Context: an optimization exercise on an open-source flow, tuned for small area, a short achievable clock period and few clock cycles per item. The choices shown serve that exercise and are no tape-out recipe. At most, simulation tests tie the RTL to the original design; equivalence was not proved. Power figures rest on the tool's default switching activity, not on a simulated workload.

== v30 ==
## four_key_debounce_long_press_events
module four_key_debounce_long_press_events #(
  parameter int TIME_BITS = fkd_pkg::TIME_BITS_DEF
) (
  input  logic                         clk,
  input  logic                         rst_n,
  input  logic                         in_valid,
  output logic                         in_ready,
  input  logic                         in_operation,
  input  logic [fkd_pkg::NOW_W-1:0]    in_now_time,
  input  logic [fkd_pkg::NUM_KEYS-1:0] in_raw_pressed,
  output logic                         out_valid,
  input  logic                         out_ready,
  output logic [fkd_pkg::EV_W-1:0]     out_event_code,
  output logic [fkd_pkg::NUM_KEYS-1:0] out_stable_keys,
  input  logic                         cfg_valid,
  output logic                         cfg_ready,
  input  logic [fkd_pkg::CFG_IDX_W-1:0] cfg_index,
  input  logic [fkd_pkg::MS_W-1:0]     cfg_data
);
clock: 13.0 ns
lec_check: 0
cap_margin: 20
core_margin: 2
core_utilization: 40
slew_margin: 20
standard.sh (not shown) runs the stock make flow with config.mk's settings and CLKGATE_MAP_FILE= SYNTH_SCRIPT=/design/flow/synth_recipe.tcl, a recipe that flattens the netlist after the stock synthesis.
==> flow/flow/run.sh <==
#!/bin/bash
# Own layout flow: the standard flow (standard synthesis unchanged), with
# timing repair aimed below the clock period and stronger port buffers.
set -euo pipefail
export SETUP_SLACK_MARGIN=${SETUP_SLACK_MARGIN:-10.2}
export BUFFER_PORTS_ARGS="-buffer_cell sky130_fd_sc_hd__buf_4"
bash standard.sh > std_flow.log 2>&1
Testbench counts of v30, summed over its fixed seeds: cycles 32,016, items 32,000.
What v7 does differently from v30 at the input level:
--- a/flow/flow/run.sh
+++ b/flow/flow/run.sh
@@ -4,3 +4,3 @@
 set -euo pipefail
-export SETUP_SLACK_MARGIN=${SETUP_SLACK_MARGIN:-10.2}
+export SETUP_SLACK_MARGIN=${SETUP_SLACK_MARGIN:-9}
 export BUFFER_PORTS_ARGS="-buffer_cell sky130_fd_sc_hd__buf_4"
[summary]
- Comparing v30 and v7, the higher sequential portion of the cell area is on v7.
- Compared v7 against v30; area occupied by registers within noise.
- v30 was larger in final cell area than v7.
- In the tables for v30 and v7, area added between synthesis and finish reads lower with v7.

* * *

Another version of the RTL of four_key_debounce_long_press_events (not shown whole).
Size: about 240 flip-flops, about 70 I/O pins, about 0.014 mm2 of cells after synthesis.
clock: 13.0 ns
lec_check: 0
cap_margin: 20
core_margin: 2
core_utilization: 55
cts_buf_list: sky130_fd_sc_hd__clkbuf_8
cts_cluster_size: 25
slew_margin: 20
==> flow/flow/run.sh <==
#!/bin/bash
# Own layout flow: the standard flow (standard synthesis unchanged), with
# timing repair aimed below the clock period and stronger port buffers.
set -euo pipefail
export SETUP_SLACK_MARGIN=${SETUP_SLACK_MARGIN:-9.6}
export BUFFER_PORTS_ARGS="-buffer_cell sky130_fd_sc_hd__buf_4"
bash standard.sh > std_flow.log 2>&1
Edit:
- CORE_UTILIZATION: 55 -> 40
- CTS_BUF_LIST: sky130_fd_sc_hd__clkbuf_8 -> default
- CTS_CLUSTER_SIZE: 25 -> default
What happened:
- The new run passed the timing, DRC and antenna checks
- worst hold slack loses 19 ps
- clock power came out lower slightly
- total power came out lower slightly
- routed wire length is lower by a few percent
- area after synthesis is unchanged
- die area rose by well over a third
- worst setup slack gains 15 ps
No functional check of the RTL was part of any run of this note.

* * *

Setup of job 101:
Another version of the RTL of four_key_debounce_long_press_events (not shown whole).
Size: about 70 I/O pins.
Design four_key_debounce_long_press_events, start of the top module:
module four_key_debounce_long_press_events #(
  parameter int TIME_BITS = fkd_pkg::TIME_BITS_DEF
) (
  input  logic                         clk,
  input  logic                         rst_n,
  input  logic                         in_valid,
  output logic                         in_ready,
  input  logic                         in_operation,
  input  logic [fkd_pkg::NOW_W-1:0]    in_now_time,
  input  logic [fkd_pkg::NUM_KEYS-1:0] in_raw_pressed,
  output logic                         out_valid,
  input  logic                         out_ready,
  output logic [fkd_pkg::EV_W-1:0]     out_event_code,
  output logic [fkd_pkg::NUM_KEYS-1:0] out_stable_keys,
  input  logic                         cfg_valid,
  output logic                         cfg_ready,
  input  logic [fkd_pkg::CFG_IDX_W-1:0] cfg_index,
  input  logic [fkd_pkg::MS_W-1:0]     cfg_data
);
  localparam int RES_W = EV_W + NUM_KEYS;
  logic                 in_ready_r;
  logic                 accept;
  logic                 tick_q, fetch_q;
  logic [15:0]          now_hi_q, now_lo_nq;
  logic [TIME_BITS-1:0] now_q;
  assign now_q = {now_hi_q, ~now_lo_nq};
  logic [NUM_KEYS-1:0]  raw_q;
  logic                 deb_we_q, long_we_q;
  logic [MS_W-1:0]      cfg_data_q;
  assign cfg_ready = 1'b1;
  assign in_ready  = in_ready_r;
  assign accept    = in_valid && in_ready_r;
  always_ff @(posedge clk) begin
    if (!rst_n) begin
      tick_q    <= 1'b0;
      fetch_q   <= 1'b0;
      deb_we_q  <= 1'b0;
      long_we_q <= 1'b0;
    end else begin
      tick_q    <= accept && (in_operation == OP_TICK);
      fetch_q   <= accept && (in_operation == OP_FETCH);
      deb_we_q  <= cfg_valid && (cfg_index == CFG_DEBOUNCE);
      long_we_q <= cfg_valid && (cfg_index == CFG_LONG);
    end
  end
  always_ff @(posedge clk) begin
    now_hi_q   <= in_now_time[31:16];
    now_lo_nq  <= ~in_now_time[15:0];
    raw_q      <= in_raw_pressed;
    cfg_data_q <= cfg_data;
  end
  logic [MS_W-1:0] debounce_r, long_r;
  always_ff @(posedge clk) begin
    if (!rst_n) begin
      debounce_r <= DEBOUNCE_RST;
      long_r     <= LONG_RST;
    end else begin
      if (deb_we_q)  debounce_r <= cfg_data_q;
      if (long_we_q) long_r     <= cfg_data_q;
    end
  end
  logic [NUM_KEYS-1:0] st_rise, st_fall;
  logic [NUM_KEYS-1:0] stable_all;
  logic [NUM_KEYS-1:0] stable_cur;
  logic [EV_W-1:0]     code;
  ...
==> flow/config.mk <==
export PLATFORM = sky130hd
export DESIGN_NAME = four_key_debounce_long_press_events
export DESIGN_NICKNAME = four_key_debounce_long_press_events
export VERILOG_FILES = /design/flow/design.v
export SDC_FILE = /design/flow/constraint.sdc
export NUM_CORES = 4
export LEC_CHECK = 0
export CAP_MARGIN = 20
export CORE_MARGIN = 2
export CORE_UTILIZATION = 55
export CTS_BUF_LIST = sky130_fd_sc_hd__clkbuf_16
export CTS_CLUSTER_DIAMETER = 100
export CTS_CLUSTER_SIZE = 30
export SLEW_MARGIN = 20
==> flow/constraint.sdc <==
create_clock -name core_clock -period 13.0 [get_ports {clk}]
set_input_delay 2.6000 -clock core_clock [delete_from_list [all_inputs] [get_ports {clk}]]
set_output_delay 2.6000 -clock core_clock [all_outputs]
set_load 0.01 [all_outputs]
==> flow/flow/run.sh <==
#!/bin/bash
# Own layout flow: the standard flow (standard synthesis unchanged), with
# timing repair aimed below the clock period, strong output port buffers and
# small input port buffers. Each tool's output goes to the logs under orfs/.
set -euo pipefail
here=$(pwd)
export SETUP_SLACK_MARGIN=${SETUP_SLACK_MARGIN:-9.2}
export BUFFER_PORTS_ARGS="-buffer_cell sky130_fd_sc_hd__buf_4"
export PRE_RESIZE_TCL=$here/flow/ports.tcl
bash standard.sh > std_flow.log 2>&1
==> flow/flow/ports.tcl <==
# Sourced before the placement resize step: the input ports keep their own
# buffer, but the smallest one; timing repair upsizes any that need it.
foreach inst [get_cells input*] {
  if { [get_property [get_lib_cells -of_objects $inst] name] == "sky130_fd_sc_hd__buf_4" } {
    replace_cell $inst sky130_fd_sc_hd__buf_1
  }
}
Testbench counts of job 101, summed over its fixed seeds: cycles 32,016, items 32,000.
Modified inputs, job 102 compared to job 101
diff --git a/flow/flow/run.sh b/flow/flow/run.sh
--- a/flow/flow/run.sh
+++ b/flow/flow/run.sh
@@ -7 +7 @@
-export SETUP_SLACK_MARGIN=${SETUP_SLACK_MARGIN:-9.2}
+export SETUP_SLACK_MARGIN=${SETUP_SLACK_MARGIN:-9.35}
[summary]
Summary of the comparison: number of cells upsized or downsized after cts is higher in job 102, relative to job 101. Between job 101 and job 102, the net switching power is higher for job 102. When job 102 is measured against job 101, its register-to-register slack turns out 0.05 ns higher. Job 101 -> job 102: detail-routed net length per standard cell flat. Job 102 ended up with a higher post-synthesis to final-layout area growth than job 101 did. Job 101 -> job 102: total global routing track utilization flat. The final reports for job 102 and job 101 show setup slack higher in the former.

* * *

Another version of the RTL of four_key_debounce_long_press_events (not shown whole).
Size in the first run: ~1300 cells after synthesis, ~70 I/O pins, roughly 14000 um2 of cells after synthesis.
export LEC_CHECK = 0
export CAP_MARGIN = 20
export CORE_MARGIN = 2
export CORE_UTILIZATION = 55
export CTS_CLUSTER_DIAMETER = 100
export CTS_CLUSTER_SIZE = 30
export SLEW_MARGIN = 20
create_clock -name core_clock -period 13.0 [get_ports {clk}]
==> flow/flow/run.sh <==
#!/bin/bash
# Own layout flow: the standard flow (standard synthesis unchanged), with
# timing repair aimed below the clock period and stronger port buffers.
set -euo pipefail
export SETUP_SLACK_MARGIN=${SETUP_SLACK_MARGIN:-9.6}
export BUFFER_PORTS_ARGS="-buffer_cell sky130_fd_sc_hd__buf_4"
bash standard.sh > std_flow.log 2>&1
The first run completed with no timing, DRC or antenna violations.
Change:
--- a/flow/flow/run.sh
+++ b/flow/flow/run.sh
@@ -3 +3,2 @@
-# timing repair aimed below the clock period and stronger port buffers.
+# timing repair aimed below the clock period, strong output port buffers and
+# small input port buffers. Each tool's output goes to the logs under orfs/.
@@ -4,0 +6 @@
+here=$(pwd)
@@ -6,0 +9 @@
+export PRE_RESIZE_TCL=$here/flow/ports.tcl
==> flow/flow/ports.tcl (new file) <==
# Sourced before the placement resize step: the input ports keep their own
# buffer, but the smallest one; timing repair upsizes any that need it.
foreach inst [get_cells input*] {
  if { [get_property [get_lib_cells -of_objects $inst] name] == "sky130_fd_sc_hd__buf_4" } {
    replace_cell $inst sky130_fd_sc_hd__buf_1
  }
}
Settings changed: CTS_BUF_LIST from default to sky130_fd_sc_hd__clkbuf_16, CTS_CLUSTER_DIAMETER 100 to 80, CTS_CLUSTER_SIZE 30 to 25.
After rerunning: Die area is unchanged. Final area fell by about 0.9%. Sequential share of layout area increases by 0.36 points. Total power is higher by about 0.6%. Fmax is higher by 0.36%. Worst setup slack improved by 0.013 ns. Non-clock buffer count increases by 6. Routed wire length drops by about 0.9%. Synthesized cell count stays the same. Register-to-register slack hardly moves. Flip-flop and latch count stays the same.
No run of this note included a check of the RTL's function; only the layout flow was run.

## port drivers added, routing unchanged
The results above use ideal ports. As a check the final layouts listed here were re-extracted and re-timed, cells and wires unchanged. Step 1, drivers: a clkbuf_16 drives clk and a buf_2 each remaining input, both assumed. Step 2, shift: input delay + t, output delay - t, t = (earliest + latest rising clock arrival at the registers) / 2. This alone moves slack from input paths to output paths. Slacks: no drivers / after step 1 / after step 2; pairs: no drivers / after step 1.
| run | t (ns) | setup WS [ns] | worst setup path after step 2 | cell pins on the clock port's net |
|---|---|---|---|---|
| v30 | 0.603 | 9.015 / 9.015 / 9.015 | register to register | 1 |
| v7 | 0.607 | 8.974 / 8.974 / 8.746 | input to register | 1 |
| the first run of note 2 | 0.609 | 9.296 / 9.249 / 9.104 | input to register | 1 |
| the second run of note 2 | 0.603 | 9.311 / 9.259 / 9.191 | input to register | 1 |
| job 101 | 0.524 | 9.338 / 9.294 / 9.057 | input to register | 1 |
| job 102 | 0.524 | 9.412 / 9.367 / 9.178 | input to register | 1 |
| the first run of note 4 | 0.544 | 9.356 / 9.356 / 9.112 | input to register | 1 |
| the second run of note 4 | 0.547 | 9.369 / 9.369 / 9.154 | input to register | 1 |
After both steps setup and hold are still met in every run listed. The setup slack of job 101, which loses most, moves by -0.044 ns with the drivers and by -0.281 ns with both steps.
